Context: an optimization exercise on an open-source flow, tuned for small area and a short achievable clock period. The choices shown serve that exercise and are no tape-out recipe. Where RTL was checked, it was by simulation tests only, not by an equivalence proof against the original. For run 2, only the layout was checked, not whether the RTL still works. Power figures rest on the tool's default switching activity, not on a simulated workload.

## flow/flow/run.sh

```bash
#!/bin/bash
# The standard layout (standard.sh: unchanged synthesis, floorplan, place,
# CTS, route) with three changes:
#  - repair_timing aims for 5.6 ns of setup slack at the design's 11 ns clock;
#  - ports are buffered with buf_2 cells instead of the default delay cells;
#  - after synthesis, invpush.py removes inverters between full-adder cells by
#    flipping adders (a full adder is self-dual), leaving registers, ports and
#    all other cells as synthesis made them.
# Each tool's output goes to a log here; ORFS keeps its step logs under orfs/logs.
set -euo pipefail
sed 's/SETUP_SLACK_MARGIN=[0-9.]*/SETUP_SLACK_MARGIN=5.6 "BUFFER_PORTS_ARGS=-buffer_cell sky130_fd_sc_hd__buf_2"/' standard.sh > standard_margin.sh
grep -q 'SETUP_SLACK_MARGIN=5.6 "BUFFER_PORTS_ARGS' standard_margin.sh
bash standard_margin.sh synth > synth.log 2>&1
NET=orfs/results/sky130hd/dense2_argmax/base/1_2_yosys.v
cp "$NET" 1_2_yosys.standard.v
python3 flow/invpush.py 1_2_yosys.standard.v "$NET" > invpush.log 2>&1
touch "$NET"
bash standard_margin.sh > standard.log 2>&1
```

## flow/flow/invpush.py

```python
#!/usr/bin/env python3
"""Remove inverters around full adders in a flat Yosys netlist of sky130hd cells.

A full adder is self-dual: FA(~a, ~b, ~c) = (~sum, ~cout). Synthesis often
leaves inverters between adder cells; this flips adders (feeding them the
complement of their inputs, so their outputs carry the complement) where that
lowers the number of inverters, then re-inserts one inverter per net whose
complement is still needed. Registers, ports and all other cells are kept.

usage: invpush.py IN.v OUT.v
"""
import re
import sys

OUTPINS = {"X", "Y", "Q", "Q_N", "SUM", "COUT", "HI", "LO"}
INV = re.compile(r"sky130_fd_sc_hd__inv_\d+$")
FA = re.compile(r"sky130_fd_sc_hd__fa_\d+$")
XOR = re.compile(r"sky130_fd_sc_hd__x(n?)or2_(\d+)$")

src = re.sub(r"\(\*.*?\*\)", "", open(sys.argv[1]).read())
m_first = re.search(r"^\s*sky130_fd_sc_hd__\w+\s", src, re.M)
head = src[:m_first.start()]
tail_i = src.rindex("endmodule")
body = src[m_first.start():tail_i]
tail = src[tail_i:]
if re.search(r"^\s*assign\s", body, re.M) or re.search(r"^\s*assign\s", head, re.M):
    sys.exit("assign statements not supported")

inst_re = re.compile(r"\s*(sky130_fd_sc_hd__\w+)\s+(\\\S+\s|\S+)\s*\((.*?)\);\s*", re.S)
pin_re = re.compile(r"\.(\w+)\(\s*(\\\S+\s|[^()\s]+)\s*\)")
insts = []
pos = 0
while pos < len(body):
    m = inst_re.match(body, pos)
    if not m:
        sys.exit("parse error at: " + body[pos:pos + 200])
    pins = [(p, n.strip()) for p, n in pin_re.findall(m.group(3))]
    insts.append([m.group(1), m.group(2).strip(), pins])
    pos = m.end()

# ports
ports_out = set()
ports_in = set()
for kind, rng, names in re.findall(r"^\s*(input|output)\s+(\[\d+:\d+\]\s+)?([^;]+);", head, re.M):
    for nm in names.split(","):
        nm = nm.strip()
        if rng:
            hi, lo = map(int, re.findall(r"\d+", rng))
            bits = [f"{nm}[{i}]" for i in range(min(hi, lo), max(hi, lo) + 1)]
        else:
            bits = [nm]
        (ports_out if kind == "output" else ports_in).update(bits)

driver = {}
for idx, (typ, name, pins) in enumerate(insts):
    for p, n in pins:
        if p in OUTPINS:
            driver[n] = (idx, p)

def is_inv(idx):
    return INV.match(insts[idx][0]) is not None

# inverters kept as they are: those driving output ports
keep_inv = set()
for idx, (typ, name, pins) in enumerate(insts):
    if is_inv(idx):
        y = dict(pins)["Y"]
        if y in ports_out:
            keep_inv.add(idx)

def root(n):
    par = 0
    seen = 0
    while n in driver and is_inv(driver[n][0]) and driver[n][0] not in keep_inv:
        n = dict(insts[driver[n][0]][2])["A"]
        par ^= 1
        seen += 1
        if seen > 1000:
            sys.exit("inverter loop")
    return n, par

# loads: (inst idx, pin index) -> (root, parity); only non-removed cells
removed = {i for i in range(len(insts)) if is_inv(i) and i not in keep_inv}
loads = []          # [idx, pin_i, root, parity]
for idx, (typ, name, pins) in enumerate(insts):
    if idx in removed:
        continue
    for pi, (p, n) in enumerate(pins):
        if p in OUTPINS or not re.match(r"^(\\\S+|[A-Za-z_][\w$]*(\[\d+\])?)$", n):
            continue
        r, par = root(n)
        loads.append([idx, pi, r, par])
for n in ports_out:
    if n in driver and driver[n][0] in removed:
        sys.exit("port driven by removable inverter: " + n)

fa_idx = [i for i in range(len(insts)) if FA.match(insts[i][0]) or XOR.match(insts[i][0])]
is_fa = {i: FA.match(insts[i][0]) is not None for i in fa_idx}
# FAs whose outputs are ports cannot flip
noflip = set()
for i in fa_idx:
    for p, n in insts[i][2]:
        if p in OUTPINS and n in ports_out:
            noflip.add(i)
flip = {}
out_of = {}   # root net -> driving FA idx (if FA)
for i in fa_idx:
    for p, n in insts[i][2]:
        if p in OUTPINS:
            out_of[n] = i

loads_by_root = {}
loads_by_inst = {}
for L in loads:
    loads_by_root.setdefault(L[2], []).append(L)
    loads_by_inst.setdefault(L[0], []).append(L)

def need(L):
    own = flip.get(L[0], 0) if FA.match(insts[L[0]][0]) else 0
    return L[3] ^ own ^ flip.get(out_of.get(L[2], -1), 0)

cnt = {r: sum(need(L) for L in Ls) for r, Ls in loads_by_root.items()}
def cost():
    return sum(1 for r in cnt if cnt[r] > 0)

def delta(i):
    ch = {}
    for L in (loads_by_inst.get(i, []) if is_fa[i] else []):
        ch[L[2]] = ch.get(L[2], 0) + (1 - 2 * need(L))
    outs = [n for p, n in insts[i][2] if p in OUTPINS]
    for n in outs:
        for L in loads_by_root.get(n, []):
            if L[0] == i:
                continue
            ch[n] = ch.get(n, 0) + (1 - 2 * need(L))
    d = 0
    for r, c in ch.items():
        before = cnt[r] > 0
        after = cnt[r] + c > 0
        d += int(after) - int(before)
    return d, ch

c0 = cost()
# Start from a polarity that satisfies as many adder-to-adder connections as a
# breadth-first walk over them allows, then improve greedily.
if "--nobfs" not in sys.argv:
    fa_set = set(fa_idx) - noflip
    adj = {i: [] for i in fa_set}
    for L in loads:
        g = out_of.get(L[2], -1)
        if L[0] in fa_set and g in fa_set and g != L[0] and is_fa[L[0]]:
            adj[L[0]].append((g, L[3]))
            adj[g].append((L[0], L[3]))
    seen = set()
    from collections import deque
    for s0 in fa_idx:
        if s0 not in fa_set or s0 in seen:
            continue
        seen.add(s0)
        flip[s0] = 0
        dq = deque([s0])
        while dq:
            u = dq.popleft()
            for v, p in adj[u]:
                if v not in seen:
                    seen.add(v)
                    flip[v] = flip.get(u, 0) ^ p
                    dq.append(v)
    cnt = {r: sum(need(L) for L in Ls) for r, Ls in loads_by_root.items()}
    print(f"after walk: {cost()} (from {c0})", file=sys.stderr)
changed = True
rounds = 0
while changed and rounds < 50:
    changed = False
    rounds += 1
    for i in fa_idx:
        if i in noflip:
            continue
        d, ch = delta(i)
        if d < 0:
            flip[i] = flip.get(i, 0) ^ 1
            for r, c in ch.items():
                cnt[r] += c
            changed = True
# Flip whole groups of adders joined by adder-to-adder connections when that helps.
if "--nobfs" not in sys.argv:
    comp = {}
    for s0 in fa_idx:
        if s0 not in fa_set or s0 in comp:
            continue
        comp[s0] = s0
        stack = [s0]
        while stack:
            u = stack.pop()
            for v, p in adj[u]:
                if v not in comp:
                    comp[v] = s0
                    stack.append(v)
    groups = {}
    for i, g in comp.items():
        groups.setdefault(g, []).append(i)
    def gdelta(members):
        ms = set(members)
        affected = set()
        for i in members:
            if is_fa[i]:
                for L in loads_by_inst.get(i, []):
                    affected.add(L[2])
            for p, n in insts[i][2]:
                if p in OUTPINS:
                    affected.add(n)
        before = {r: cnt[r] for r in affected}
        for i in members:
            flip[i] = flip.get(i, 0) ^ 1
        after = {r: sum(need(L) for L in loads_by_root.get(r, [])) for r in affected}
        d = sum(int(after[r] > 0) - int(before[r] > 0) for r in affected)
        return d, after
    for it in range(3):
        improved = False
        for g, members in groups.items():
            if len(members) < 2:
                continue
            d, after = gdelta(members)
            if d < 0:
                cnt.update(after)
                improved = True
            else:
                for i in members:
                    flip[i] = flip.get(i, 0) ^ 1
        changed = True
        rounds2 = 0
        while changed and rounds2 < 50:
            changed = False
            rounds2 += 1
            for i in fa_idx:
                if i in noflip:
                    continue
                d, ch = delta(i)
                if d < 0:
                    flip[i] = flip.get(i, 0) ^ 1
                    for r, c in ch.items():
                        cnt[r] += c
                    changed = True
                    improved = True
        if not improved:
            break
    print(f"groups: {len(groups)}, largest {max(len(m) for m in groups.values())}", file=sys.stderr)
c1 = cost()
assert c1 == sum(1 for r, Ls in loads_by_root.items() if any(need(L) for L in Ls))

# rebuild: a flipped xor becomes an xnor and vice versa
for i in fa_idx:
    m = XOR.match(insts[i][0])
    if m and flip.get(i, 0):
        insts[i][0] = f"sky130_fd_sc_hd__{'xor' if m.group(1) else 'xnor'}2_{m.group(2)}"
        outpin = "X" if m.group(1) else "Y"   # xor2 drives X, xnor2 drives Y
        insts[i][2] = [(outpin if p in ("X", "Y") else p, n) for p, n in insts[i][2]]
# rebuild
inv_net = {}
new_insts = []
k = 0
for r, Ls in loads_by_root.items():
    if any(need(L) for L in Ls):
        k += 1
        nn = f"_ipush_n{k}_"
        inv_net[r] = nn
        new_insts.append(["sky130_fd_sc_hd__inv_1", f"_ipush_i{k}_", [("A", r), ("Y", nn)]])
for L in loads:
    idx, pi, r, par = L
    p, _ = insts[idx][2][pi]
    insts[idx][2][pi] = (p, inv_net[r] if need(L) else r)

def fmt(n):
    return n + " " if n.startswith("\\") else n

out = [head]
for idx, (typ, name, pins) in enumerate(insts + new_insts):
    if idx < len(insts) and idx in removed:
        continue
    out.append(f"  {typ} {fmt(name)} (\n" + ",\n".join(f"    .{p}({fmt(n)})" for p, n in pins) + "\n  );\n")
decl = "".join(f"  wire {n};\n" for n in inv_net.values())
text = "".join(out)
text = text.replace(head, head + decl, 1)
open(sys.argv[2], "w").write(text + tail)
print(f"inverters: {len(removed) + len(keep_inv)} before, {len(keep_inv) + len(inv_net)} after; "
      f"{sum(flip.values())} of {len(fa_idx)} adders flipped; rounds {rounds}", file=sys.stderr)
```

## flow/standard.sh

```bash
#!/bin/bash
# synth_recipe.tcl (not shown) runs the flow's synth.tcl, then flattens the netlist and writes it again
# the make line also repeats each setting of config.mk as NAME=value (left out here)
make -C /OpenROAD-flow-scripts/flow DESIGN_CONFIG=/design/flow/config.mk WORK_HOME=/design/flow/orfs CLKGATE_MAP_FILE= SYNTH_SCRIPT=/design/flow/synth_recipe.tcl "${@:-finish}"
```

## flow/config.mk

```make
export PLATFORM = sky130hd
export DESIGN_NAME = dense2_argmax
export DESIGN_NICKNAME = dense2_argmax
export VERILOG_FILES = /design/flow/design.v
export SDC_FILE = /design/flow/constraint.sdc
export NUM_CORES = 4
export LEC_CHECK = 0
export ABC_AREA = 1
export CAP_MARGIN = 20
export CORE_MARGIN = 2
export CORE_UTILIZATION = 40
export PLACE_DENSITY = 0.6
export SETUP_SLACK_MARGIN = 5
export SLEW_MARGIN = 20
```

## flow/constraint.sdc

```tcl
create_clock -name core_clock -period 11.0 [get_ports {clk}]
set_input_delay 2.2000 -clock core_clock [delete_from_list [all_inputs] [get_ports {clk}]]
set_output_delay 2.2000 -clock core_clock [all_outputs]
set_load 0.01 [all_outputs]
```

## flow/design.v

```verilog
package dense2_pkg;
  localparam int unsigned N_IN      = 120;
  localparam int unsigned N_OUT     = 10;
  localparam int unsigned DW        = 16;
  localparam int unsigned FRAC_BITS = 8;
  localparam int unsigned ACC_W     = 30;
  localparam int unsigned AW        = 7;
  localparam int unsigned IDX_W     = 4;
  localparam logic [DW-1:0] SAT_MAX = {1'b0, {(DW-1){1'b1}}};
  localparam logic [DW-1:0] SAT_MIN = {1'b1, {(DW-1){1'b0}}};
  localparam int unsigned N_ST       = 6;
  localparam int unsigned I_IDLE     = 0;
  localparam int unsigned I_ACCUM    = 1;
  localparam int unsigned I_BIAS_RD  = 2;
  localparam int unsigned I_BIAS_ADD = 3;
  localparam int unsigned I_OUT      = 4;
  localparam int unsigned I_CLASS    = 5;
endpackage
module dense2_neuron_acc
(
  input  logic          clk,
  input  logic          keep,
  input  logic          shift,
  input  logic [29:0]   nxt_s,
  input  logic [29:0]   nxt_c,
  input  logic [7:0]    one,
  input  logic [7:0]    two,
  input  logic [7:0]    neg,
  input  logic [15:0]   w,
  output logic [29:0]   s,
  output logic [29:0]   c
);
  logic [29:0] sn, cn;
  assign s = ~sn;
  assign c = ~cn;
  wire [29:0] sm = (s & {30{keep}}) | (nxt_s & {30{shift}});
  wire [29:0] cm = (c & {30{keep}}) | (nxt_c & {30{shift}});
  wire p1 = ((one[0] & w[0]) ^ neg[0]);
  wire p2 = (((one[0] & w[1]) | (two[0] & w[0])) ^ neg[0]);
  wire p3 = (((one[0] & w[2]) | (two[0] & w[1])) ^ neg[0]);
  wire p4 = (((one[0] & w[3]) | (two[0] & w[2])) ^ neg[0]);
  wire p5 = (((one[0] & w[4]) | (two[0] & w[3])) ^ neg[0]);
  wire p6 = (((one[0] & w[5]) | (two[0] & w[4])) ^ neg[0]);
  wire p7 = (((one[0] & w[6]) | (two[0] & w[5])) ^ neg[0]);
  wire p8 = (((one[0] & w[7]) | (two[0] & w[6])) ^ neg[0]);
  wire p9 = (((one[0] & w[8]) | (two[0] & w[7])) ^ neg[0]);
  wire p10 = (((one[0] & w[9]) | (two[0] & w[8])) ^ neg[0]);
  wire p11 = (((one[0] & w[10]) | (two[0] & w[9])) ^ neg[0]);
  wire p12 = (((one[0] & w[11]) | (two[0] & w[10])) ^ neg[0]);
  wire p13 = (((one[0] & w[12]) | (two[0] & w[11])) ^ neg[0]);
  wire p14 = (((one[0] & w[13]) | (two[0] & w[12])) ^ neg[0]);
  wire p15 = (((one[0] & w[14]) | (two[0] & w[13])) ^ neg[0]);
  wire p16 = (((one[0] & w[15]) | (two[0] & w[14])) ^ neg[0]);
  wire p17 = ~(((one[0] & w[15]) | (two[0] & w[15])) ^ neg[0]);
  wire p18 = ((one[1] & w[0]) ^ neg[1]);
  wire p19 = (((one[1] & w[1]) | (two[1] & w[0])) ^ neg[1]);
  wire p20 = (((one[1] & w[2]) | (two[1] & w[1])) ^ neg[1]);
  wire p21 = (((one[1] & w[3]) | (two[1] & w[2])) ^ neg[1]);
  wire p22 = (((one[1] & w[4]) | (two[1] & w[3])) ^ neg[1]);
  wire p23 = (((one[1] & w[5]) | (two[1] & w[4])) ^ neg[1]);
  wire p24 = (((one[1] & w[6]) | (two[1] & w[5])) ^ neg[1]);
  wire p25 = (((one[1] & w[7]) | (two[1] & w[6])) ^ neg[1]);
  wire p26 = (((one[1] & w[8]) | (two[1] & w[7])) ^ neg[1]);
  wire p27 = (((one[1] & w[9]) | (two[1] & w[8])) ^ neg[1]);
  wire p28 = (((one[1] & w[10]) | (two[1] & w[9])) ^ neg[1]);
  wire p29 = (((one[1] & w[11]) | (two[1] & w[10])) ^ neg[1]);
  wire p30 = (((one[1] & w[12]) | (two[1] & w[11])) ^ neg[1]);
  wire p31 = (((one[1] & w[13]) | (two[1] & w[12])) ^ neg[1]);
  wire p32 = (((one[1] & w[14]) | (two[1] & w[13])) ^ neg[1]);
  wire p33 = (((one[1] & w[15]) | (two[1] & w[14])) ^ neg[1]);
  wire p34 = ~(((one[1] & w[15]) | (two[1] & w[15])) ^ neg[1]);
  wire p35 = ((one[2] & w[0]) ^ neg[2]);
  wire p36 = (((one[2] & w[1]) | (two[2] & w[0])) ^ neg[2]);
  wire p37 = (((one[2] & w[2]) | (two[2] & w[1])) ^ neg[2]);
  wire p38 = (((one[2] & w[3]) | (two[2] & w[2])) ^ neg[2]);
  wire p39 = (((one[2] & w[4]) | (two[2] & w[3])) ^ neg[2]);
  wire p40 = (((one[2] & w[5]) | (two[2] & w[4])) ^ neg[2]);
  wire p41 = (((one[2] & w[6]) | (two[2] & w[5])) ^ neg[2]);
  wire p42 = (((one[2] & w[7]) | (two[2] & w[6])) ^ neg[2]);
  wire p43 = (((one[2] & w[8]) | (two[2] & w[7])) ^ neg[2]);
  wire p44 = (((one[2] & w[9]) | (two[2] & w[8])) ^ neg[2]);
  wire p45 = (((one[2] & w[10]) | (two[2] & w[9])) ^ neg[2]);
  wire p46 = (((one[2] & w[11]) | (two[2] & w[10])) ^ neg[2]);
  wire p47 = (((one[2] & w[12]) | (two[2] & w[11])) ^ neg[2]);
  wire p48 = (((one[2] & w[13]) | (two[2] & w[12])) ^ neg[2]);
  wire p49 = (((one[2] & w[14]) | (two[2] & w[13])) ^ neg[2]);
  wire p50 = (((one[2] & w[15]) | (two[2] & w[14])) ^ neg[2]);
  wire p51 = ~(((one[2] & w[15]) | (two[2] & w[15])) ^ neg[2]);
  wire p52 = ((one[3] & w[0]) ^ neg[3]);
  wire p53 = (((one[3] & w[1]) | (two[3] & w[0])) ^ neg[3]);
  wire p54 = (((one[3] & w[2]) | (two[3] & w[1])) ^ neg[3]);
  wire p55 = (((one[3] & w[3]) | (two[3] & w[2])) ^ neg[3]);
  wire p56 = (((one[3] & w[4]) | (two[3] & w[3])) ^ neg[3]);
  wire p57 = (((one[3] & w[5]) | (two[3] & w[4])) ^ neg[3]);
  wire p58 = (((one[3] & w[6]) | (two[3] & w[5])) ^ neg[3]);
  wire p59 = (((one[3] & w[7]) | (two[3] & w[6])) ^ neg[3]);
  wire p60 = (((one[3] & w[8]) | (two[3] & w[7])) ^ neg[3]);
  wire p61 = (((one[3] & w[9]) | (two[3] & w[8])) ^ neg[3]);
  wire p62 = (((one[3] & w[10]) | (two[3] & w[9])) ^ neg[3]);
  wire p63 = (((one[3] & w[11]) | (two[3] & w[10])) ^ neg[3]);
  wire p64 = (((one[3] & w[12]) | (two[3] & w[11])) ^ neg[3]);
  wire p65 = (((one[3] & w[13]) | (two[3] & w[12])) ^ neg[3]);
  wire p66 = (((one[3] & w[14]) | (two[3] & w[13])) ^ neg[3]);
  wire p67 = (((one[3] & w[15]) | (two[3] & w[14])) ^ neg[3]);
  wire p68 = ~(((one[3] & w[15]) | (two[3] & w[15])) ^ neg[3]);
  wire p69 = ((one[4] & w[0]) ^ neg[4]);
  wire p70 = (((one[4] & w[1]) | (two[4] & w[0])) ^ neg[4]);
  wire p71 = (((one[4] & w[2]) | (two[4] & w[1])) ^ neg[4]);
  wire p72 = (((one[4] & w[3]) | (two[4] & w[2])) ^ neg[4]);
  wire p73 = (((one[4] & w[4]) | (two[4] & w[3])) ^ neg[4]);
  wire p74 = (((one[4] & w[5]) | (two[4] & w[4])) ^ neg[4]);
  wire p75 = (((one[4] & w[6]) | (two[4] & w[5])) ^ neg[4]);
  wire p76 = (((one[4] & w[7]) | (two[4] & w[6])) ^ neg[4]);
  wire p77 = (((one[4] & w[8]) | (two[4] & w[7])) ^ neg[4]);
  wire p78 = (((one[4] & w[9]) | (two[4] & w[8])) ^ neg[4]);
  wire p79 = (((one[4] & w[10]) | (two[4] & w[9])) ^ neg[4]);
  wire p80 = (((one[4] & w[11]) | (two[4] & w[10])) ^ neg[4]);
  wire p81 = (((one[4] & w[12]) | (two[4] & w[11])) ^ neg[4]);
  wire p82 = (((one[4] & w[13]) | (two[4] & w[12])) ^ neg[4]);
  wire p83 = (((one[4] & w[14]) | (two[4] & w[13])) ^ neg[4]);
  wire p84 = (((one[4] & w[15]) | (two[4] & w[14])) ^ neg[4]);
  wire p85 = ~(((one[4] & w[15]) | (two[4] & w[15])) ^ neg[4]);
  wire p86 = ((one[5] & w[0]) ^ neg[5]);
  wire p87 = (((one[5] & w[1]) | (two[5] & w[0])) ^ neg[5]);
  wire p88 = (((one[5] & w[2]) | (two[5] & w[1])) ^ neg[5]);
  wire p89 = (((one[5] & w[3]) | (two[5] & w[2])) ^ neg[5]);
  wire p90 = (((one[5] & w[4]) | (two[5] & w[3])) ^ neg[5]);
  wire p91 = (((one[5] & w[5]) | (two[5] & w[4])) ^ neg[5]);
  wire p92 = (((one[5] & w[6]) | (two[5] & w[5])) ^ neg[5]);
  wire p93 = (((one[5] & w[7]) | (two[5] & w[6])) ^ neg[5]);
  wire p94 = (((one[5] & w[8]) | (two[5] & w[7])) ^ neg[5]);
  wire p95 = (((one[5] & w[9]) | (two[5] & w[8])) ^ neg[5]);
  wire p96 = (((one[5] & w[10]) | (two[5] & w[9])) ^ neg[5]);
  wire p97 = (((one[5] & w[11]) | (two[5] & w[10])) ^ neg[5]);
  wire p98 = (((one[5] & w[12]) | (two[5] & w[11])) ^ neg[5]);
  wire p99 = (((one[5] & w[13]) | (two[5] & w[12])) ^ neg[5]);
  wire p100 = (((one[5] & w[14]) | (two[5] & w[13])) ^ neg[5]);
  wire p101 = (((one[5] & w[15]) | (two[5] & w[14])) ^ neg[5]);
  wire p102 = ~(((one[5] & w[15]) | (two[5] & w[15])) ^ neg[5]);
  wire p103 = ((one[6] & w[0]) ^ neg[6]);
  wire p104 = (((one[6] & w[1]) | (two[6] & w[0])) ^ neg[6]);
  wire p105 = (((one[6] & w[2]) | (two[6] & w[1])) ^ neg[6]);
  wire p106 = (((one[6] & w[3]) | (two[6] & w[2])) ^ neg[6]);
  wire p107 = (((one[6] & w[4]) | (two[6] & w[3])) ^ neg[6]);
  wire p108 = (((one[6] & w[5]) | (two[6] & w[4])) ^ neg[6]);
  wire p109 = (((one[6] & w[6]) | (two[6] & w[5])) ^ neg[6]);
  wire p110 = (((one[6] & w[7]) | (two[6] & w[6])) ^ neg[6]);
  wire p111 = (((one[6] & w[8]) | (two[6] & w[7])) ^ neg[6]);
  wire p112 = (((one[6] & w[9]) | (two[6] & w[8])) ^ neg[6]);
  wire p113 = (((one[6] & w[10]) | (two[6] & w[9])) ^ neg[6]);
  wire p114 = (((one[6] & w[11]) | (two[6] & w[10])) ^ neg[6]);
  wire p115 = (((one[6] & w[12]) | (two[6] & w[11])) ^ neg[6]);
  wire p116 = (((one[6] & w[13]) | (two[6] & w[12])) ^ neg[6]);
  wire p117 = (((one[6] & w[14]) | (two[6] & w[13])) ^ neg[6]);
  wire p118 = (((one[6] & w[15]) | (two[6] & w[14])) ^ neg[6]);
  wire p119 = ~(((one[6] & w[15]) | (two[6] & w[15])) ^ neg[6]);
  wire p120 = ((one[7] & w[0]) ^ neg[7]);
  wire p121 = (((one[7] & w[1]) | (two[7] & w[0])) ^ neg[7]);
  wire p122 = (((one[7] & w[2]) | (two[7] & w[1])) ^ neg[7]);
  wire p123 = (((one[7] & w[3]) | (two[7] & w[2])) ^ neg[7]);
  wire p124 = (((one[7] & w[4]) | (two[7] & w[3])) ^ neg[7]);
  wire p125 = (((one[7] & w[5]) | (two[7] & w[4])) ^ neg[7]);
  wire p126 = (((one[7] & w[6]) | (two[7] & w[5])) ^ neg[7]);
  wire p127 = (((one[7] & w[7]) | (two[7] & w[6])) ^ neg[7]);
  wire p128 = (((one[7] & w[8]) | (two[7] & w[7])) ^ neg[7]);
  wire p129 = (((one[7] & w[9]) | (two[7] & w[8])) ^ neg[7]);
  wire p130 = (((one[7] & w[10]) | (two[7] & w[9])) ^ neg[7]);
  wire p131 = (((one[7] & w[11]) | (two[7] & w[10])) ^ neg[7]);
  wire p132 = (((one[7] & w[12]) | (two[7] & w[11])) ^ neg[7]);
  wire p133 = (((one[7] & w[13]) | (two[7] & w[12])) ^ neg[7]);
  wire p134 = (((one[7] & w[14]) | (two[7] & w[13])) ^ neg[7]);
  wire p135 = (((one[7] & w[15]) | (two[7] & w[14])) ^ neg[7]);
  wire p136 = ~(((one[7] & w[15]) | (two[7] & w[15])) ^ neg[7]);
  wire s137 = neg[1] ^ p3 ^ p18;
  wire c138 = (neg[1] & p3) | (neg[1] & p18) | (p3 & p18);
  wire s139 = p4 ^ p19;
  wire c140 = p4 & p19;
  wire s141 = neg[2] ^ p5 ^ p20;
  wire c142 = (neg[2] & p5) | (neg[2] & p20) | (p5 & p20);
  wire s143 = p35 ^ c140 ^ s141;
  wire c144 = (p35 & c140) | (p35 & s141) | (c140 & s141);
  wire s145 = p6 ^ p21 ^ p36;
  wire c146 = (p6 & p21) | (p6 & p36) | (p21 & p36);
  wire s147 = c142 ^ s145;
  wire c148 = c142 & s145;
  wire s149 = neg[3] ^ p7 ^ p22;
  wire c150 = (neg[3] & p7) | (neg[3] & p22) | (p7 & p22);
  wire s151 = p37 ^ p52 ^ c146;
  wire c152 = (p37 & p52) | (p37 & c146) | (p52 & c146);
  wire s153 = s149 ^ c148 ^ s151;
  wire c154 = (s149 & c148) | (s149 & s151) | (c148 & s151);
  wire s155 = p8 ^ p23 ^ p38;
  wire c156 = (p8 & p23) | (p8 & p38) | (p23 & p38);
  wire s157 = p53 ^ c150 ^ s155;
  wire c158 = (p53 & c150) | (p53 & s155) | (c150 & s155);
  wire s159 = c152 ^ s157;
  wire c160 = c152 & s157;
  wire s161 = sm[0] ^ cm[0] ^ neg[4];
  wire c162 = (sm[0] & cm[0]) | (sm[0] & neg[4]) | (cm[0] & neg[4]);
  wire s163 = s161 ^ p9 ^ p24;
  wire c164 = (s161 & p9) | (s161 & p24) | (p9 & p24);
  wire s165 = p39 ^ p54 ^ p69;
  wire c166 = (p39 & p54) | (p39 & p69) | (p54 & p69);
  wire s167 = c156 ^ s163 ^ s165;
  wire c168 = (c156 & s163) | (c156 & s165) | (s163 & s165);
  wire s169 = c158 ^ s167 ^ c160;
  wire c170 = (c158 & s167) | (c158 & c160) | (s167 & c160);
  wire s171 = sm[1] ^ cm[1] ^ c162;
  wire c172 = (sm[1] & cm[1]) | (sm[1] & c162) | (cm[1] & c162);
  wire s173 = p10 ^ p25 ^ p40;
  wire c174 = (p10 & p25) | (p10 & p40) | (p25 & p40);
  wire s175 = p55 ^ p70 ^ s171;
  wire c176 = (p55 & p70) | (p55 & s171) | (p70 & s171);
  wire s177 = c164 ^ c166 ^ s173;
  wire c178 = (c164 & c166) | (c164 & s173) | (c166 & s173);
  wire s179 = s175 ^ c168 ^ s177;
  wire c180 = (s175 & c168) | (s175 & s177) | (c168 & s177);
  wire s181 = sm[2] ^ cm[2] ^ neg[5];
  wire c182 = (sm[2] & cm[2]) | (sm[2] & neg[5]) | (cm[2] & neg[5]);
  wire s183 = s181 ^ p11 ^ p26;
  wire c184 = (s181 & p11) | (s181 & p26) | (p11 & p26);
  wire s185 = p41 ^ p56 ^ p71;
  wire c186 = (p41 & p56) | (p41 & p71) | (p56 & p71);
  wire s187 = p86 ^ c172 ^ c174;
  wire c188 = (p86 & c172) | (p86 & c174) | (c172 & c174);
  wire s189 = s183 ^ s185 ^ c176;
  wire c190 = (s183 & s185) | (s183 & c176) | (s185 & c176);
  wire s191 = s187 ^ c178 ^ s189;
  wire c192 = (s187 & c178) | (s187 & s189) | (c178 & s189);
  wire s193 = sm[3] ^ cm[3] ^ c182;
  wire c194 = (sm[3] & cm[3]) | (sm[3] & c182) | (cm[3] & c182);
  wire s195 = p12 ^ p27 ^ p42;
  wire c196 = (p12 & p27) | (p12 & p42) | (p27 & p42);
  wire s197 = p57 ^ p72 ^ p87;
  wire c198 = (p57 & p72) | (p57 & p87) | (p72 & p87);
  wire s199 = s193 ^ c184 ^ c186;
  wire c200 = (s193 & c184) | (s193 & c186) | (c184 & c186);
  wire s201 = s195 ^ s197 ^ c188;
  wire c202 = (s195 & s197) | (s195 & c188) | (s197 & c188);
  wire s203 = s199 ^ c190 ^ s201;
  wire c204 = (s199 & c190) | (s199 & s201) | (c190 & s201);
  wire s205 = sm[4] ^ cm[4] ^ neg[6];
  wire c206 = (sm[4] & cm[4]) | (sm[4] & neg[6]) | (cm[4] & neg[6]);
  wire s207 = s205 ^ p13 ^ p28;
  wire c208 = (s205 & p13) | (s205 & p28) | (p13 & p28);
  wire s209 = p43 ^ p58 ^ p73;
  wire c210 = (p43 & p58) | (p43 & p73) | (p58 & p73);
  wire s211 = p88 ^ p103 ^ c194;
  wire c212 = (p88 & p103) | (p88 & c194) | (p103 & c194);
  wire s213 = c196 ^ c198 ^ s207;
  wire c214 = (c196 & c198) | (c196 & s207) | (c198 & s207);
  wire s215 = s209 ^ s211 ^ c200;
  wire c216 = (s209 & s211) | (s209 & c200) | (s211 & c200);
  wire s217 = s213 ^ c202 ^ s215;
  wire c218 = (s213 & c202) | (s213 & s215) | (c202 & s215);
  wire s219 = sm[5] ^ cm[5] ^ c206;
  wire c220 = (sm[5] & cm[5]) | (sm[5] & c206) | (cm[5] & c206);
  wire s221 = p14 ^ p29 ^ p44;
  wire c222 = (p14 & p29) | (p14 & p44) | (p29 & p44);
  wire s223 = p59 ^ p74 ^ p89;
  wire c224 = (p59 & p74) | (p59 & p89) | (p74 & p89);
  wire s225 = p104 ^ s219 ^ c208;
  wire c226 = (p104 & s219) | (p104 & c208) | (s219 & c208);
  wire s227 = c210 ^ s221 ^ s223;
  wire c228 = (c210 & s221) | (c210 & s223) | (s221 & s223);
  wire s229 = c212 ^ s225 ^ c214;
  wire c230 = (c212 & s225) | (c212 & c214) | (s225 & c214);
  wire s231 = s227 ^ c216 ^ s229;
  wire c232 = (s227 & c216) | (s227 & s229) | (c216 & s229);
  wire s233 = sm[6] ^ cm[6] ^ neg[7];
  wire c234 = (sm[6] & cm[6]) | (sm[6] & neg[7]) | (cm[6] & neg[7]);
  wire s235 = s233 ^ p15 ^ p30;
  wire c236 = (s233 & p15) | (s233 & p30) | (p15 & p30);
  wire s237 = p45 ^ p60 ^ p75;
  wire c238 = (p45 & p60) | (p45 & p75) | (p60 & p75);
  wire s239 = p90 ^ p105 ^ p120;
  wire c240 = (p90 & p105) | (p90 & p120) | (p105 & p120);
  wire s241 = c220 ^ c222 ^ c224;
  wire c242 = (c220 & c222) | (c220 & c224) | (c222 & c224);
  wire s243 = s235 ^ s237 ^ s239;
  wire c244 = (s235 & s237) | (s235 & s239) | (s237 & s239);
  wire s245 = c226 ^ s241 ^ c228;
  wire c246 = (c226 & s241) | (c226 & c228) | (s241 & c228);
  wire s247 = s243 ^ c230 ^ s245;
  wire c248 = (s243 & c230) | (s243 & s245) | (c230 & s245);
  wire s249 = sm[7] ^ cm[7] ^ c234;
  wire c250 = (sm[7] & cm[7]) | (sm[7] & c234) | (cm[7] & c234);
  wire s251 = p16 ^ p31 ^ p46;
  wire c252 = (p16 & p31) | (p16 & p46) | (p31 & p46);
  wire s253 = p61 ^ p76 ^ p91;
  wire c254 = (p61 & p76) | (p61 & p91) | (p76 & p91);
  wire s255 = p106 ^ p121 ^ s249;
  wire c256 = (p106 & p121) | (p106 & s249) | (p121 & s249);
  wire s257 = c236 ^ c238 ^ c240;
  wire c258 = (c236 & c238) | (c236 & c240) | (c238 & c240);
  wire s259 = s251 ^ s253 ^ c242;
  wire c260 = (s251 & s253) | (s251 & c242) | (s253 & c242);
  wire s261 = s255 ^ s257 ^ c244;
  wire c262 = (s255 & s257) | (s255 & c244) | (s257 & c244);
  wire s263 = c246 ^ s259 ^ s261;
  wire c264 = (c246 & s259) | (c246 & s261) | (s259 & s261);
  wire s265 = 1'b1 ^ sm[8] ^ cm[8];
  wire c266 = (1'b1 & sm[8]) | (1'b1 & cm[8]) | (sm[8] & cm[8]);
  wire s267 = s265 ^ p17 ^ p32;
  wire c268 = (s265 & p17) | (s265 & p32) | (p17 & p32);
  wire s269 = p47 ^ p62 ^ p77;
  wire c270 = (p47 & p62) | (p47 & p77) | (p62 & p77);
  wire s271 = p92 ^ p107 ^ p122;
  wire c272 = (p92 & p107) | (p92 & p122) | (p107 & p122);
  wire s273 = c250 ^ c252 ^ c254;
  wire c274 = (c250 & c252) | (c250 & c254) | (c252 & c254);
  wire s275 = s267 ^ s269 ^ s271;
  wire c276 = (s267 & s269) | (s267 & s271) | (s269 & s271);
  wire s277 = c256 ^ c258 ^ s273;
  wire c278 = (c256 & c258) | (c256 & s273) | (c258 & s273);
  wire s279 = s275 ^ c260 ^ c262;
  wire c280 = (s275 & c260) | (s275 & c262) | (c260 & c262);
  wire s281 = s277 ^ c264 ^ s279;
  wire c282 = (s277 & c264) | (s277 & s279) | (c264 & s279);
  wire s283 = 1'b1 ^ sm[9] ^ cm[9];
  wire c284 = (1'b1 & sm[9]) | (1'b1 & cm[9]) | (sm[9] & cm[9]);
  wire s285 = c266 ^ s283 ^ p33;
  wire c286 = (c266 & s283) | (c266 & p33) | (s283 & p33);
  wire s287 = p48 ^ p63 ^ p78;
  wire c288 = (p48 & p63) | (p48 & p78) | (p63 & p78);
  wire s289 = p93 ^ p108 ^ p123;
  wire c290 = (p93 & p108) | (p93 & p123) | (p108 & p123);
  wire s291 = c268 ^ c270 ^ c272;
  wire c292 = (c268 & c270) | (c268 & c272) | (c270 & c272);
  wire s293 = s285 ^ s287 ^ s289;
  wire c294 = (s285 & s287) | (s285 & s289) | (s287 & s289);
  wire s295 = c274 ^ s291 ^ c276;
  wire c296 = (c274 & s291) | (c274 & c276) | (s291 & c276);
  wire s297 = s293 ^ c278 ^ s295;
  wire c298 = (s293 & c278) | (s293 & s295) | (c278 & s295);
  wire s299 = c280 ^ s297;
  wire c300 = c280 & s297;
  wire s301 = sm[10] ^ cm[10] ^ c284;
  wire c302 = (sm[10] & cm[10]) | (sm[10] & c284) | (cm[10] & c284);
  wire s303 = p34 ^ p49 ^ p64;
  wire c304 = (p34 & p49) | (p34 & p64) | (p49 & p64);
  wire s305 = p79 ^ p94 ^ p109;
  wire c306 = (p79 & p94) | (p79 & p109) | (p94 & p109);
  wire s307 = p124 ^ s301 ^ c286;
  wire c308 = (p124 & s301) | (p124 & c286) | (s301 & c286);
  wire s309 = c288 ^ c290 ^ s303;
  wire c310 = (c288 & c290) | (c288 & s303) | (c290 & s303);
  wire s311 = s305 ^ c292 ^ s307;
  wire c312 = (s305 & c292) | (s305 & s307) | (c292 & s307);
  wire s313 = c294 ^ s309 ^ c296;
  wire c314 = (c294 & s309) | (c294 & c296) | (s309 & c296);
  wire s315 = s311 ^ c298 ^ s313;
  wire c316 = (s311 & c298) | (s311 & s313) | (c298 & s313);
  wire s317 = 1'b1 ^ sm[11] ^ cm[11];
  wire c318 = (1'b1 & sm[11]) | (1'b1 & cm[11]) | (sm[11] & cm[11]);
  wire s319 = s317 ^ p50 ^ p65;
  wire c320 = (s317 & p50) | (s317 & p65) | (p50 & p65);
  wire s321 = p80 ^ p95 ^ p110;
  wire c322 = (p80 & p95) | (p80 & p110) | (p95 & p110);
  wire s323 = p125 ^ c302 ^ c304;
  wire c324 = (p125 & c302) | (p125 & c304) | (c302 & c304);
  wire s325 = c306 ^ s319 ^ s321;
  wire c326 = (c306 & s319) | (c306 & s321) | (s319 & s321);
  wire s327 = c308 ^ s323 ^ c310;
  wire c328 = (c308 & s323) | (c308 & c310) | (s323 & c310);
  wire s329 = s325 ^ c312 ^ s327;
  wire c330 = (s325 & c312) | (s325 & s327) | (c312 & s327);
  wire s331 = c314 ^ s329;
  wire c332 = c314 & s329;
  wire s333 = sm[12] ^ cm[12] ^ c318;
  wire c334 = (sm[12] & cm[12]) | (sm[12] & c318) | (cm[12] & c318);
  wire s335 = p51 ^ p66 ^ p81;
  wire c336 = (p51 & p66) | (p51 & p81) | (p66 & p81);
  wire s337 = p96 ^ p111 ^ p126;
  wire c338 = (p96 & p111) | (p96 & p126) | (p111 & p126);
  wire s339 = s333 ^ c320 ^ c322;
  wire c340 = (s333 & c320) | (s333 & c322) | (c320 & c322);
  wire s341 = s335 ^ s337 ^ c324;
  wire c342 = (s335 & s337) | (s335 & c324) | (s337 & c324);
  wire s343 = s339 ^ c326 ^ c328;
  wire c344 = (s339 & c326) | (s339 & c328) | (c326 & c328);
  wire s345 = s341 ^ c330 ^ s343;
  wire c346 = (s341 & c330) | (s341 & s343) | (c330 & s343);
  wire s347 = 1'b1 ^ sm[13] ^ cm[13];
  wire c348 = (1'b1 & sm[13]) | (1'b1 & cm[13]) | (sm[13] & cm[13]);
  wire s349 = s347 ^ p67 ^ p82;
  wire c350 = (s347 & p67) | (s347 & p82) | (p67 & p82);
  wire s351 = p97 ^ p112 ^ p127;
  wire c352 = (p97 & p112) | (p97 & p127) | (p112 & p127);
  wire s353 = c334 ^ c336 ^ c338;
  wire c354 = (c334 & c336) | (c334 & c338) | (c336 & c338);
  wire s355 = s349 ^ s351 ^ c340;
  wire c356 = (s349 & s351) | (s349 & c340) | (s351 & c340);
  wire s357 = s353 ^ c342 ^ s355;
  wire c358 = (s353 & c342) | (s353 & s355) | (c342 & s355);
  wire s359 = c344 ^ s357;
  wire c360 = c344 & s357;
  wire s361 = sm[14] ^ cm[14] ^ c348;
  wire c362 = (sm[14] & cm[14]) | (sm[14] & c348) | (cm[14] & c348);
  wire s363 = p68 ^ p83 ^ p98;
  wire c364 = (p68 & p83) | (p68 & p98) | (p83 & p98);
  wire s365 = p113 ^ p128 ^ s361;
  wire c366 = (p113 & p128) | (p113 & s361) | (p128 & s361);
  wire s367 = c350 ^ c352 ^ s363;
  wire c368 = (c350 & c352) | (c350 & s363) | (c352 & s363);
  wire s369 = s365 ^ c354 ^ s367;
  wire c370 = (s365 & c354) | (s365 & s367) | (c354 & s367);
  wire s371 = c356 ^ s369 ^ c358;
  wire c372 = (c356 & s369) | (c356 & c358) | (s369 & c358);
  wire s373 = 1'b1 ^ sm[15] ^ cm[15];
  wire c374 = (1'b1 & sm[15]) | (1'b1 & cm[15]) | (sm[15] & cm[15]);
  wire s375 = s373 ^ p84 ^ p99;
  wire c376 = (s373 & p84) | (s373 & p99) | (p84 & p99);
  wire s377 = p114 ^ p129 ^ c362;
  wire c378 = (p114 & p129) | (p114 & c362) | (p129 & c362);
  wire s379 = c364 ^ s375 ^ c366;
  wire c380 = (c364 & s375) | (c364 & c366) | (s375 & c366);
  wire s381 = s377 ^ c368 ^ s379;
  wire c382 = (s377 & c368) | (s377 & s379) | (c368 & s379);
  wire s383 = c370 ^ s381;
  wire c384 = c370 & s381;
  wire s385 = sm[16] ^ cm[16] ^ c374;
  wire c386 = (sm[16] & cm[16]) | (sm[16] & c374) | (cm[16] & c374);
  wire s387 = p85 ^ p100 ^ p115;
  wire c388 = (p85 & p100) | (p85 & p115) | (p100 & p115);
  wire s389 = p130 ^ s385 ^ c376;
  wire c390 = (p130 & s385) | (p130 & c376) | (s385 & c376);
  wire s391 = s387 ^ c378 ^ s389;
  wire c392 = (s387 & c378) | (s387 & s389) | (c378 & s389);
  wire s393 = c380 ^ s391 ^ c382;
  wire c394 = (c380 & s391) | (c380 & c382) | (s391 & c382);
  wire s395 = 1'b1 ^ sm[17] ^ cm[17];
  wire c396 = (1'b1 & sm[17]) | (1'b1 & cm[17]) | (sm[17] & cm[17]);
  wire s397 = s395 ^ p101 ^ p116;
  wire c398 = (s395 & p101) | (s395 & p116) | (p101 & p116);
  wire s399 = p131 ^ c386 ^ c388;
  wire c400 = (p131 & c386) | (p131 & c388) | (c386 & c388);
  wire s401 = s397 ^ c390 ^ s399;
  wire c402 = (s397 & c390) | (s397 & s399) | (c390 & s399);
  wire s403 = c392 ^ s401;
  wire c404 = c392 & s401;
  wire s405 = sm[18] ^ cm[18] ^ c396;
  wire c406 = (sm[18] & cm[18]) | (sm[18] & c396) | (cm[18] & c396);
  wire s407 = p102 ^ p117 ^ p132;
  wire c408 = (p102 & p117) | (p102 & p132) | (p117 & p132);
  wire s409 = s405 ^ c398 ^ s407;
  wire c410 = (s405 & c398) | (s405 & s407) | (c398 & s407);
  wire s411 = c400 ^ s409 ^ c402;
  wire c412 = (c400 & s409) | (c400 & c402) | (s409 & c402);
  wire s413 = 1'b1 ^ sm[19] ^ cm[19];
  wire c414 = (1'b1 & sm[19]) | (1'b1 & cm[19]) | (sm[19] & cm[19]);
  wire s415 = s413 ^ p118 ^ p133;
  wire c416 = (s413 & p118) | (s413 & p133) | (p118 & p133);
  wire s417 = c406 ^ c408 ^ s415;
  wire c418 = (c406 & c408) | (c406 & s415) | (c408 & s415);
  wire s419 = c410 ^ s417;
  wire c420 = c410 & s417;
  wire s421 = sm[20] ^ cm[20] ^ c414;
  wire c422 = (sm[20] & cm[20]) | (sm[20] & c414) | (cm[20] & c414);
  wire s423 = p119 ^ p134 ^ s421;
  wire c424 = (p119 & p134) | (p119 & s421) | (p134 & s421);
  wire s425 = c416 ^ s423 ^ c418;
  wire c426 = (c416 & s423) | (c416 & c418) | (s423 & c418);
  wire s427 = 1'b1 ^ sm[21] ^ cm[21];
  wire c428 = (1'b1 & sm[21]) | (1'b1 & cm[21]) | (sm[21] & cm[21]);
  wire s429 = s427 ^ p135 ^ c422;
  wire c430 = (s427 & p135) | (s427 & c422) | (p135 & c422);
  wire s431 = c424 ^ s429;
  wire c432 = c424 & s429;
  wire s433 = sm[22] ^ cm[22] ^ c428;
  wire c434 = (sm[22] & cm[22]) | (sm[22] & c428) | (cm[22] & c428);
  wire s435 = p136 ^ s433 ^ c430;
  wire c436 = (p136 & s433) | (p136 & c430) | (s433 & c430);
  wire s437 = 1'b1 ^ sm[23] ^ cm[23];
  wire c438 = (1'b1 & sm[23]) | (1'b1 & cm[23]) | (sm[23] & cm[23]);
  wire s439 = s437 ^ c434;
  wire c440 = s437 & c434;
  wire s441 = 1'b1 ^ sm[24] ^ cm[24];
  wire c442 = (1'b1 & sm[24]) | (1'b1 & cm[24]) | (sm[24] & cm[24]);
  wire s443 = c438 ^ s441;
  wire c444 = c438 & s441;
  wire s445 = 1'b1 ^ sm[25] ^ cm[25];
  wire c446 = (1'b1 & sm[25]) | (1'b1 & cm[25]) | (sm[25] & cm[25]);
  wire s447 = c442 ^ s445 ^ c444;
  wire c448 = (c442 & s445) | (c442 & c444) | (s445 & c444);
  wire s449 = 1'b1 ^ sm[26] ^ cm[26];
  wire c450 = (1'b1 & sm[26]) | (1'b1 & cm[26]) | (sm[26] & cm[26]);
  wire s451 = c446 ^ s449 ^ c448;
  wire c452 = (c446 & s449) | (c446 & c448) | (s449 & c448);
  wire s453 = 1'b1 ^ sm[27] ^ cm[27];
  wire c454 = (1'b1 & sm[27]) | (1'b1 & cm[27]) | (sm[27] & cm[27]);
  wire s455 = c450 ^ s453 ^ c452;
  wire c456 = (c450 & s453) | (c450 & c452) | (s453 & c452);
  wire s457 = 1'b1 ^ sm[28] ^ cm[28];
  wire c458 = (1'b1 & sm[28]) | (1'b1 & cm[28]) | (sm[28] & cm[28]);
  wire s459 = c454 ^ s457 ^ c456;
  wire c460 = (c454 & s457) | (c454 & c456) | (s457 & c456);
  wire s461 = 1'b1 ^ sm[29] ^ cm[29];
  wire c462 = (1'b1 & sm[29]) | (1'b1 & cm[29]) | (sm[29] & cm[29]);
  wire s463 = c458 ^ s461 ^ c460;
  wire c464 = (c458 & s461) | (c458 & c460) | (s461 & c460);
  wire [8:0] low_sum = {1'b0, c154, s153, c144, s143, c138, s137, p2, p1} + {1'b0, s159, 1'b0, s147, 1'b0, s139, 1'b0, 1'b0, neg[0]};
  always_ff @(posedge clk) begin
    sn <= ~{s463, s459, s455, s451, s447, c440, c436, c432, c426, c420, c412, c404, c394, c384, c372, c360, c346, c332, c316, c300, c282, s281, c248, c232, c218, c204, c192, c180, c170, s169};
    cn <= ~{1'b0, 1'b0, 1'b0, 1'b0, 1'b0, s443, s439, s435, s431, s425, s419, s411, s403, s393, s383, s371, s359, s345, s331, s315, s299, 1'b0, s263, s247, s231, s217, s203, s191, s179, low_sum[8]};
  end
endmodule
module dense2_argmax
(
  input  logic                clk,
  input  logic                rst,
  input  logic                in_valid,
  input  logic                frame_start_in,
  input  logic                frame_end_in,
  input  logic [dense2_pkg::DW-1:0]       dense_input,
  output logic                rom_en,
  output logic [dense2_pkg::AW-1:0]       rom_addr,
  input  logic [dense2_pkg::N_OUT*dense2_pkg::DW-1:0] rom_data,
  output logic                out_valid,
  output logic                frame_start_out,
  output logic                frame_end_out,
  output logic [dense2_pkg::DW-1:0]       logit_out,
  output logic                class_valid,
  output logic [dense2_pkg::IDX_W-1:0]    class_idx,
  output logic                err
);
  localparam int unsigned W = dense2_pkg::ACC_W;
  logic [dense2_pkg::N_ST-1:0]   state;
  logic [dense2_pkg::N_ST-1:0]   state_n;
  logic [dense2_pkg::AW-1:0]     cnt;
  logic              clear;
  logic              take;
  logic              err_c;
  logic              keep_q;
  logic [dense2_pkg::DW-1:0]     sample_q;
  logic [dense2_pkg::IDX_W-1:0]  out_k;
  logic [dense2_pkg::DW-1:0]     best_val;
  logic [dense2_pkg::IDX_W-1:0]  best_idx;
  logic [W-1:0]      acc_s [dense2_pkg::N_OUT];
  logic [W-1:0]      acc_c [dense2_pkg::N_OUT];
  logic st_idle, st_accum, st_bias_rd, st_bias_add, st_out, st_class;
  assign st_idle     = state[dense2_pkg::I_IDLE];
  assign st_accum    = state[dense2_pkg::I_ACCUM];
  assign st_bias_rd  = state[dense2_pkg::I_BIAS_RD];
  assign st_bias_add = state[dense2_pkg::I_BIAS_ADD];
  assign st_out      = state[dense2_pkg::I_OUT];
  assign st_class    = state[dense2_pkg::I_CLASS];
  logic [7:0] b_one, b_two, b_neg;
  always_comb begin
    for (int k = 0; k < 8; k++) begin
      logic x0, x1, x2;
      x0 = (k == 0) ? 1'b0 : sample_q[2*k-1];
      x1 = sample_q[2*k];
      x2 = sample_q[2*k+1];
      b_one[k] = x1 ^ x0;
      b_two[k] = (x2 & ~x1 & ~x0) | (~x2 & x1 & x0);
      b_neg[k] = x2;
    end
  end
  for (genvar k = 0; k < dense2_pkg::N_OUT; k++) begin : g_neuron
    dense2_neuron_acc u_acc (
      .clk     (clk),
      .keep    (keep_q),
      .shift   (st_out),
      .nxt_s   ((k == dense2_pkg::N_OUT - 1) ? '0 : acc_s[(k + 1) % dense2_pkg::N_OUT]),
      .nxt_c   ((k == dense2_pkg::N_OUT - 1) ? '0 : acc_c[(k + 1) % dense2_pkg::N_OUT]),
      .one     (b_one),
      .two     (b_two),
      .neg     (b_neg),
      .w       (rom_data[k*dense2_pkg::DW +: dense2_pkg::DW]),
      .s       (acc_s[k]),
      .c       (acc_c[k])
    );
  end
  logic start_ok;    
  logic last_idx;    
  logic in_frame;    
  assign start_ok = in_valid && frame_start_in && !frame_end_in;
  assign last_idx = (cnt == dense2_pkg::AW'(dense2_pkg::N_IN - 1));
  assign in_frame = st_accum && in_valid && !frame_start_in;
  assign take   = (st_idle && start_ok) || (st_accum && in_valid);
  assign clear  = in_valid && frame_start_in && ((st_idle && !frame_end_in) || st_accum);
  assign rom_en = !rst && (take || st_bias_rd);
  always_comb begin
    rom_addr = '0;
    if (!rst && in_frame) begin
      rom_addr = cnt;
    end else if (!rst && st_bias_rd) begin
      rom_addr = dense2_pkg::AW'(dense2_pkg::N_IN);
    end
  end
  assign err_c = (st_idle && in_valid && frame_start_in && frame_end_in)
              || (st_accum && in_valid && (frame_start_in || (frame_end_in != last_idx)))
              || (!st_idle && !st_accum && in_valid);
  always_comb begin
    state_n = '0;
    state_n[dense2_pkg::I_IDLE]     = (st_idle && !start_ok)
                                   || (in_frame && (frame_end_in ? !last_idx : last_idx))
                                   || st_class;
    state_n[dense2_pkg::I_ACCUM]    = (st_idle && start_ok)
                                   || (st_accum && !(in_frame && (frame_end_in || last_idx)));
    state_n[dense2_pkg::I_BIAS_RD]  = in_frame && frame_end_in && last_idx;
    state_n[dense2_pkg::I_BIAS_ADD] = st_bias_rd;
    state_n[dense2_pkg::I_OUT]      = st_bias_add
                                   || (st_out && (out_k != dense2_pkg::IDX_W'(dense2_pkg::N_OUT - 1)));
    state_n[dense2_pkg::I_CLASS]    = st_out && (out_k == dense2_pkg::IDX_W'(dense2_pkg::N_OUT - 1));
  end
  logic [W-1:0]  sel_sum;
  logic [dense2_pkg::DW-1:0] logit_c;
  assign sel_sum = acc_s[0] + acc_c[0];
  assign logit_c = (sel_sum[W-1:dense2_pkg::DW-1] == {(W-dense2_pkg::DW+1){sel_sum[W-1]}})
                 ? sel_sum[dense2_pkg::DW-1:0]
                 : (sel_sum[W-1] ? dense2_pkg::SAT_MIN : dense2_pkg::SAT_MAX);
  logic              better;
  logic [dense2_pkg::IDX_W-1:0]  cur_idx;
  assign better  = frame_start_out || ($signed(logit_out) > $signed(best_val));
  assign cur_idx = out_k - dense2_pkg::IDX_W'(1);
  always_ff @(posedge clk) begin
    if (rst) begin
      state           <= dense2_pkg::N_ST'(1) << dense2_pkg::I_IDLE;
      cnt             <= '0;
      keep_q          <= 1'b0;
      sample_q        <= '0;
      out_k           <= '0;
      best_val        <= '0;
      best_idx        <= '0;
      out_valid       <= 1'b0;
      frame_start_out <= 1'b0;
      frame_end_out   <= 1'b0;
      logit_out       <= '0;
      class_valid     <= 1'b0;
      class_idx       <= '0;
      err             <= 1'b0;
    end else begin
      state           <= state_n;
      keep_q          <= !clear && !state_n[dense2_pkg::I_OUT];
      err             <= err_c;
      if (clear) begin
        cnt <= dense2_pkg::AW'(1);
      end else if (take) begin
        cnt <= cnt + dense2_pkg::AW'(1);
      end
      if (take) begin
        sample_q <= dense_input;
      end else if (st_bias_rd) begin
        sample_q <= dense2_pkg::DW'(1 << dense2_pkg::FRAC_BITS);
      end else begin
        sample_q <= '0;
      end
      if (st_bias_add) begin
        out_k <= '0;
      end else if (st_out) begin
        out_k <= out_k + dense2_pkg::IDX_W'(1);
      end
      out_valid       <= st_out;
      frame_start_out <= st_out && (out_k == '0);
      frame_end_out   <= st_out && (out_k == dense2_pkg::IDX_W'(dense2_pkg::N_OUT - 1));
      if (st_out) begin
        logit_out <= logit_c;
      end
      class_valid     <= st_class;
      if (st_class) begin
        class_idx <= better ? cur_idx : best_idx;
      end
      if (out_valid && better) begin
        best_val <= logit_out;
        best_idx <= cur_idx;
      end
    end
  end
endmodule
```

==> results of run 1 <==
## worst paths after layout
check / start / to / slack, ns / cells after the start
worst min register to register: class_idx[1] / class_idx[1] / 0.45 / 2
worst min-delay path: class_idx[1] / class_idx[1] / 0.45 / 2
worst max register to register: sample_q[7] / g_neuron[1].u_acc.cn[10] / 5.64 / 13
worst max-delay path: sample_q[7] / g_neuron[1].u_acc.cn[10] / 5.64 / 13
## worst max-delay path: cells and delay by family, from the launching register on
kind	cells	cell delay [ns]
AO/OA/AOI/OAI	2	0.26
XOR/XNOR	1	0.21
adder cells (fa/ha/maj)	5	2.36
buffers and inverters	4	1.52
flip-flops	1	0.47
AND/OR/NAND/NOR	1	0.21
## per-layer routing
| layer | wire [um] | share of wire (%) | track usage (%) |
|---|---|---|---|
| met2 | 127000 | 47 | 45.49 |
| met5 | 40 | 0.015 | 0 |
| met3 | 28860 | 11 | 5.913 |
| met4 | 15500 | 5.7 | 14.19 |
| met1 | 100000 | 37 | 33.01 |
## power by group
group	total, mW	leakage, nW	switching [mW]	internal (mW)
sequential	4.13	5.15	0.824	3.31
combinational	8.11	25.3	4.64	3.46
clock	2.91	1.40	1.22	1.69
total	15.2	31.9	6.69	8.46
## sequential cells by signal, summed over array words and instances (netlist names), 4 cells and up
register and count:
class_idx 4, g_neuron.u_acc.sn 300, out_k 4, cnt 7, best_val 16, best_idx 4
state 6, logit_out 16, g_neuron.u_acc.cn 240, sample_q 16
## timing repair
item	CTS	global route
endpoints found under the hold margin	0	0
pin swaps	3	0
resized for setup	41	31
buffers inserted	9	4
endpoints found under the setup margin	224	71
gates cloned	3	2
## cell type report
type,instances,share of cell area [%]
flip-flops and latches,618,14.88
repair buffers,319,2.847
clock inverters,37,0.5496
diodes,3,0.009010
well taps,2526,3.793
multi-input cells,5650,68.78
clock buffers,111,2.852
inverters,1357,6.285
## per-stage QoR
step	total power [mW]	instance area [um2]	utilization (%)	hold WS (ns)
2_1_floorplan	9.969	77410	-	0.4268
3_3_place_gp	11.89	79930	41.55	0.4346
3_5_place_dp	12.27	79930	41.55	0.4367
4_1_cts	15.22	83100	43.19	0.4505
5_1_grt	16.75	83310	43.31	0.4706
6_report	15.15	83320	43.31	0.4499
==> run notes, run 1 <==
Routability Congestion 0.9051; initial antenna violation count 8; first-pass GRT wire length 412000 um; leading cell types in the layout, fill and taps excluded o22ai_1 (1676), fa_1 (1351), inv_1 (1326), xor2_1 (757), dfxtp_1 (609); Placed Cells 10450; RSZ-0062 raised after global routing yes; cell count after synthesis 8332; Longest Clk Path Bufs 3; Syn Area/Cell 9.282 um2; GRT Util Overall 27.26%; CTS tree done; # rows 161; fmax 186.5 MHz; clock sink total 618; post-DR wirelength/cell 25.55 um; Pleak 31.87 nW; Slew headroom 27.61%; count of final max-slew check failures 0; Fill cells 18490; crit-path max cell delay 0.52 ns; commonest non-fill, non-tap cell in the layout o22ai_1; Hold Fails Final Rpt 0; Worst setup EP type flop; largest net degree at the start of global routing 140; startpoint types flop; Tightest Pin Transition 1.086 ns; Final Worst Setup Slack 5.638 ns; synthesis-to-finish area growth 7.735%; register area 12400 um2; Initial DRC Count 6082; Clock transition at path regs 0.06 ns; Die X-Extent 443.7 um; Synth Cell Area 77340 um2; DP Worst Slack 4.856 ns; kind of critical path reg -> reg; clk root buf clkbuf_16; hold_buf cts 0; HP Class reg -> reg; fraction of layout cells with a size suffix above 1 7.291%; height of the die 443.7 um; vias in the first global route 68370; gr ovfl total 0; total CTS buffers 84; htree depth 3; Multi-input gate area 57310 um2; # DRC 0; WP data required 11.63 ns; # IOs 214; DR pass1 iterations 7; minimum clock period after layout 5.362 ns; status no timing/DRC/antenna violations; clk_skew 0.03465 ns; CP max stage cell buf_4; Setup violations, final 0; CP Cell Sequence inv_6, nand2_1, o21ai_4, buf_4, buf_6, o22ai_1, xnor2_1, fa_1, fa_1, fa_1, fa_1, fa_1, inv_1; final antenna-violating net count 0; vias per cell 5.993; Syn Nets 10150; total die area 196900 um2; yosys warns 4; Fin Setup TNS 0 ns; HPWL after detailed placement 181900 um; Crit path top cell by count fa_1; Max Cap Violations 0; Core ar. 192400 um2; port bufs 213; drt total wl 271400 um; power per cell area 181.8 nW/um2; worst-path fanout max 44; Post-Layout Cell Count 10620; Layout Nets 9848; Final period util 48.74%; Worst-Skew Late Latency 0.74 ns; Arr. time, crit path 5.99 ns; total number of vias 63650; initial core utilization 40.20%; Peak VDD IR 0.1352 mV
==> inputs of run 2 (changes only) <==
--- a/flow/design.v
+++ b/flow/design.v
@@ -532,7 +532,6 @@
   logic              take;
   logic              err_c;
   logic              keep_q;
-  logic [dense2_pkg::DW-1:0]     sample_q;
   logic [dense2_pkg::IDX_W-1:0]  out_k;
   logic [dense2_pkg::DW-1:0]     best_val;
   logic [dense2_pkg::IDX_W-1:0]  best_idx;
@@ -545,16 +544,25 @@
   assign st_bias_add = state[dense2_pkg::I_BIAS_ADD];
   assign st_out      = state[dense2_pkg::I_OUT];
   assign st_class    = state[dense2_pkg::I_CLASS];
+  logic [dense2_pkg::DW-1:0] sample_n;
+  logic [7:0] b_one_n, b_two_n, b_neg_n;
   logic [7:0] b_one, b_two, b_neg;
   always_comb begin
+    if (take) begin
+      sample_n = dense_input;
+    end else if (st_bias_rd) begin
+      sample_n = dense2_pkg::DW'(1 << dense2_pkg::FRAC_BITS);
+    end else begin
+      sample_n = '0;
+    end
     for (int k = 0; k < 8; k++) begin
       logic x0, x1, x2;
-      x0 = (k == 0) ? 1'b0 : sample_q[2*k-1];
-      x1 = sample_q[2*k];
-      x2 = sample_q[2*k+1];
-      b_one[k] = x1 ^ x0;
-      b_two[k] = (x2 & ~x1 & ~x0) | (~x2 & x1 & x0);
-      b_neg[k] = x2;
+      x0 = (k == 0) ? 1'b0 : sample_n[2*k-1];
+      x1 = sample_n[2*k];
+      x2 = sample_n[2*k+1];
+      b_one_n[k] = x1 ^ x0;
+      b_two_n[k] = (x2 & ~x1 & ~x0) | (~x2 & x1 & x0);
+      b_neg_n[k] = x2;
     end
   end
   for (genvar k = 0; k < dense2_pkg::N_OUT; k++) begin : g_neuron
@@ -620,7 +628,9 @@
       state           <= dense2_pkg::N_ST'(1) << dense2_pkg::I_IDLE;
       cnt             <= '0;
       keep_q          <= 1'b0;
-      sample_q        <= '0;
+      b_one           <= '0;
+      b_two           <= '0;
+      b_neg           <= '0;
       out_k           <= '0;
       best_val        <= '0;
       best_idx        <= '0;
@@ -640,13 +650,9 @@
       end else if (take) begin
         cnt <= cnt + dense2_pkg::AW'(1);
       end
-      if (take) begin
-        sample_q <= dense_input;
-      end else if (st_bias_rd) begin
-        sample_q <= dense2_pkg::DW'(1 << dense2_pkg::FRAC_BITS);
-      end else begin
-        sample_q <= '0;
-      end
+      b_one           <= b_one_n;
+      b_two           <= b_two_n;
+      b_neg           <= b_neg_n;
       if (st_bias_add) begin
         out_k <= '0;
       end else if (st_out) begin
==> run 2 against run 1 <==
- synthesized cell count fell by 0.16%
- largest cell class unchanged
- sequential power fell by 1%
- global-route usage fell by 0.075 points
- first-iteration DRC count rose by 10%
- area after synthesis rose by 0.41%
- final cell count fell by 0.40%
- power fell by 2.5%
- worst setup slack improved by 0.061 ns
- wire length fell by 0.57%
==> run notes, run 2 <==
Placed Cells 10430 (-0.25%); Multi-input gate area 57520 um2 (+0.38%); CTS tree done; total number of vias 63280 (-0.59%); Post-Layout Cell Count 10580 (-0.40%); DP Worst Slack 5.034 ns (+0.1785 ns); startpoint types flop; gr ovfl total 0 (unchanged); Worst-Skew Late Latency 0.72 ns (-0.02 ns); total die area 197700 um2 (+0.41%); total power 14.77 mW (-2.5%); final antenna-violating net count 0 (unchanged); Initial DRC Count 6713 (+10%); HPWL after detailed placement 182700 um (+0.41%); first-pass GRT wire length 412000 um (about the same); Area after DPL 80070 um2 (+0.17%); met2 wire length 126300 um (-0.55%); leading cell types in the layout, fill and taps excluded o22ai_1 (1672), fa_1 (1351), inv_1 (1289), xnor2_1 (754), dfxtp_1 (618); Clock transition at path regs 0.06 ns (about the same); Reg power frac 27.5% (+0.2 points); Fill cells 18510 (+0.13%); GRT Util Overall 27.19% (-0.075 points); Final period util 48.19% (-0.56 points); Arr. time, crit path 5.91 ns (-0.08 ns); Tightest Pin Transition 1.236 ns (+0.1499 ns); DRT met1 WL 101200 um (+1.2%); hold slack 0.4535 ns (+0.003551 ns); Final Worst Setup Slack 5.699 ns (+0.06107 ns); WP data required 11.61 ns (-0.02 ns); fin area 83070 um2 (-0.30%); combinational share of power 52.7% (-0.8 points); switching share of power 43.39% (-0.76 points); Synth Cell Area 77650 um2 (+0.41%); post-DR wirelength/cell 25.51 um (-0.18%); register area 12560 um2 (+1.3%); Max Cap Violations 0 (unchanged); Worst setup EP type flop; vias per cell 5.982 (-0.19%); clk_skew 0.02813 ns (-0.006522 ns); synthesis-to-finish area growth 6.975%; yosys warns 4 (unchanged); Setup violations, final 0 (unchanged); clock sink total 626 (+1.3%); Slew headroom 17.62% (-10 points); worst-path fanout max 36 (-18%); fmax 188.7 MHz (+1.2%); drt total wl 269800 um (-0.57%); initial core utilization 40.28% (+0.081 points); Cell Int Power 8.359 mW (-1.2%); vias in the first global route 68100 (-0.39%); fin util 43.09% (-0.22 points); cell count after synthesis 8319 (-0.16%); power per cell area 177.7 nW/um2 (-2.3%); RSZ-0062 raised after global routing yes; Hold Fails Final Rpt 0 (unchanged); WL met3 26640 um (-7.7%); highest routing layer actually used met4; port bufs 213 (unchanged); Syn Area/Cell 9.335 um2 (+0.57%); status no timing/DRC/antenna violations; Pleak 38.64 nW (+21%); fraction of layout cells with a size suffix above 1 6.706% (-0.58 points); kind of critical path reg -> reg; Die X-Extent 444.6 um (+0.21%); count of final max-slew check failures 0 (unchanged); htree depth 3 (unchanged); # rows 161 (unchanged); initial antenna violation count 7 (-1); hold_buf cts 0 (unchanged); minimum clock period after layout 5.301 ns (-0.06107 ns); max reg flops 300 (unchanged); clock network power share 19.8% (+0.6 points); total CTS buffers 81 (-3.6%); Longest Clk Path Bufs 3 (unchanged); # IOs 214 (unchanged); Peak VDD IR 0.1412 mV (+4.4%); Layout Nets 9806 (-0.43%); HP Class reg -> reg; Core ar. 192800 um2 (+0.21%); height of the die 444.6 um (+0.21%); Syn Nets 10140 (-0.13%); DR pass1 iterations 6 (-1); Fin Setup TNS 0 ns (unchanged); largest registers g_neuron.u_acc.sn (300), g_neuron.u_acc.cn (240); Routability Congestion 0.9152 (+1.1%); largest net degree at the start of global routing 149 (+6.4%); Largest Register g_neuron.u_acc.sn; commonest non-fill, non-tap cell in the layout o22ai_1; clk root buf clkbuf_16; Sw Pwr 6.406 mW (-4.2%); # DRC 0 (unchanged)
-- run 2: final timing paths --
kind	slack (ns)	cells after the start	to	start
worst max-delay path	5.70	10	g_neuron[6].u_acc.sn[8]	b_neg[5]
worst min-delay path	0.45	2	class_idx[2]	class_idx[2]
worst max register to register	5.70	10	g_neuron[6].u_acc.sn[8]	b_neg[5]
worst min register to register	0.45	2	class_idx[2]	class_idx[2]
-- run 2: worst max-delay path, cell delays in order, from the launching register on --
cell and delay [ns]:
dfxtp_4 0.56, inv_8 0.39, buf_4 0.75, buf_6 0.60, xnor2_1 0.21, fa_1 0.49
fa_1 0.50, fa_1 0.48, fa_1 0.51, fa_1 0.55, inv_1 0.04
-- run 2: what timing repair did --
action                                 in CTS  in global routing
setup buffers                               1                  3
pin swaps                                   0                  1
gates cloned                                1                  0
resized for setup                          10                  8
endpoints found under the hold margin       0                  0
setup endpoints to repair                  54                 25
-- run 2: area by class of cell --
cell class | instances | share of cell area, %
Antenna cell | 1 | 0.003012
Clock buffer | 116 | 2.930
Clock inverter | 31 | 0.5211
Inverter | 1319 | 6.153
Multi-Input combinational cell | 5669 | 69.25
Sequential cell | 626 | 15.12
Tap cell | 2526 | 3.805
Timing Repair Buffer | 291 | 2.222
-- run 2: power by group through the flow --
| stage | sequential [mW] | combinational (mW) | clock [mW] |
|---|---|---|---|
| after floorplan | 3.66 | 6.01 | 0 |
| after global placement | 4.05 | 7.47 | 0 |
| after detailed placement | 4.05 | 7.79 | 0 |
| after CTS | 4.02 | 7.83 | 2.97 |
| after global routing | 4.12 | 9.12 | 3.05 |
| final | 4.07 | 7.78 | 2.92 |
-- run 2: routing by layer --
| layer | track usage, % | up-vias |
|---|---|---|
| met1 | 33.88 | 31710 |
| met4 | 13.75 | 0 |
| met3 | 5.152 | 1079 |
| met2 | 45.01 | 3893 |
| li1 | - | 26600 |
| met5 | 0 | - |

==> afterwards: timing with drivers on the ports <==
The flow's constraints put no driver on any port. The routed layouts listed below were extracted and timed again, unchanged, in two steps. Step 1, drivers: a clkbuf_16 drives clk and a buf_2 each remaining input, both assumed. Step 2 moves the port delays by t, midway between the first and last clock arrival at a register: inputs arrive t later, outputs are due t later. That takes back most of the time a late clock gives input paths. Slacks: no drivers / after step 1 / after step 2; pairs: no drivers / after step 1.
run | t, ns | setup slack, ns | worst hold slack (ns) | latest minus earliest clock arrival (ns)
run 1 | 0.810 | 5.638 / 5.638 / 4.988 | 0.450 / 0.450 / 0.450 | 0.037 / 0.036
run 2 | 0.805 | 5.699 / 5.694 / 4.985 | 0.453 / 0.453 / 0.453 | 0.032 / 0.032
After both steps setup and hold are still met in every run listed. For run 2, which loses most, drivers alone change the setup slack by -0.005 ns; drivers and shift together by -0.714 ns.
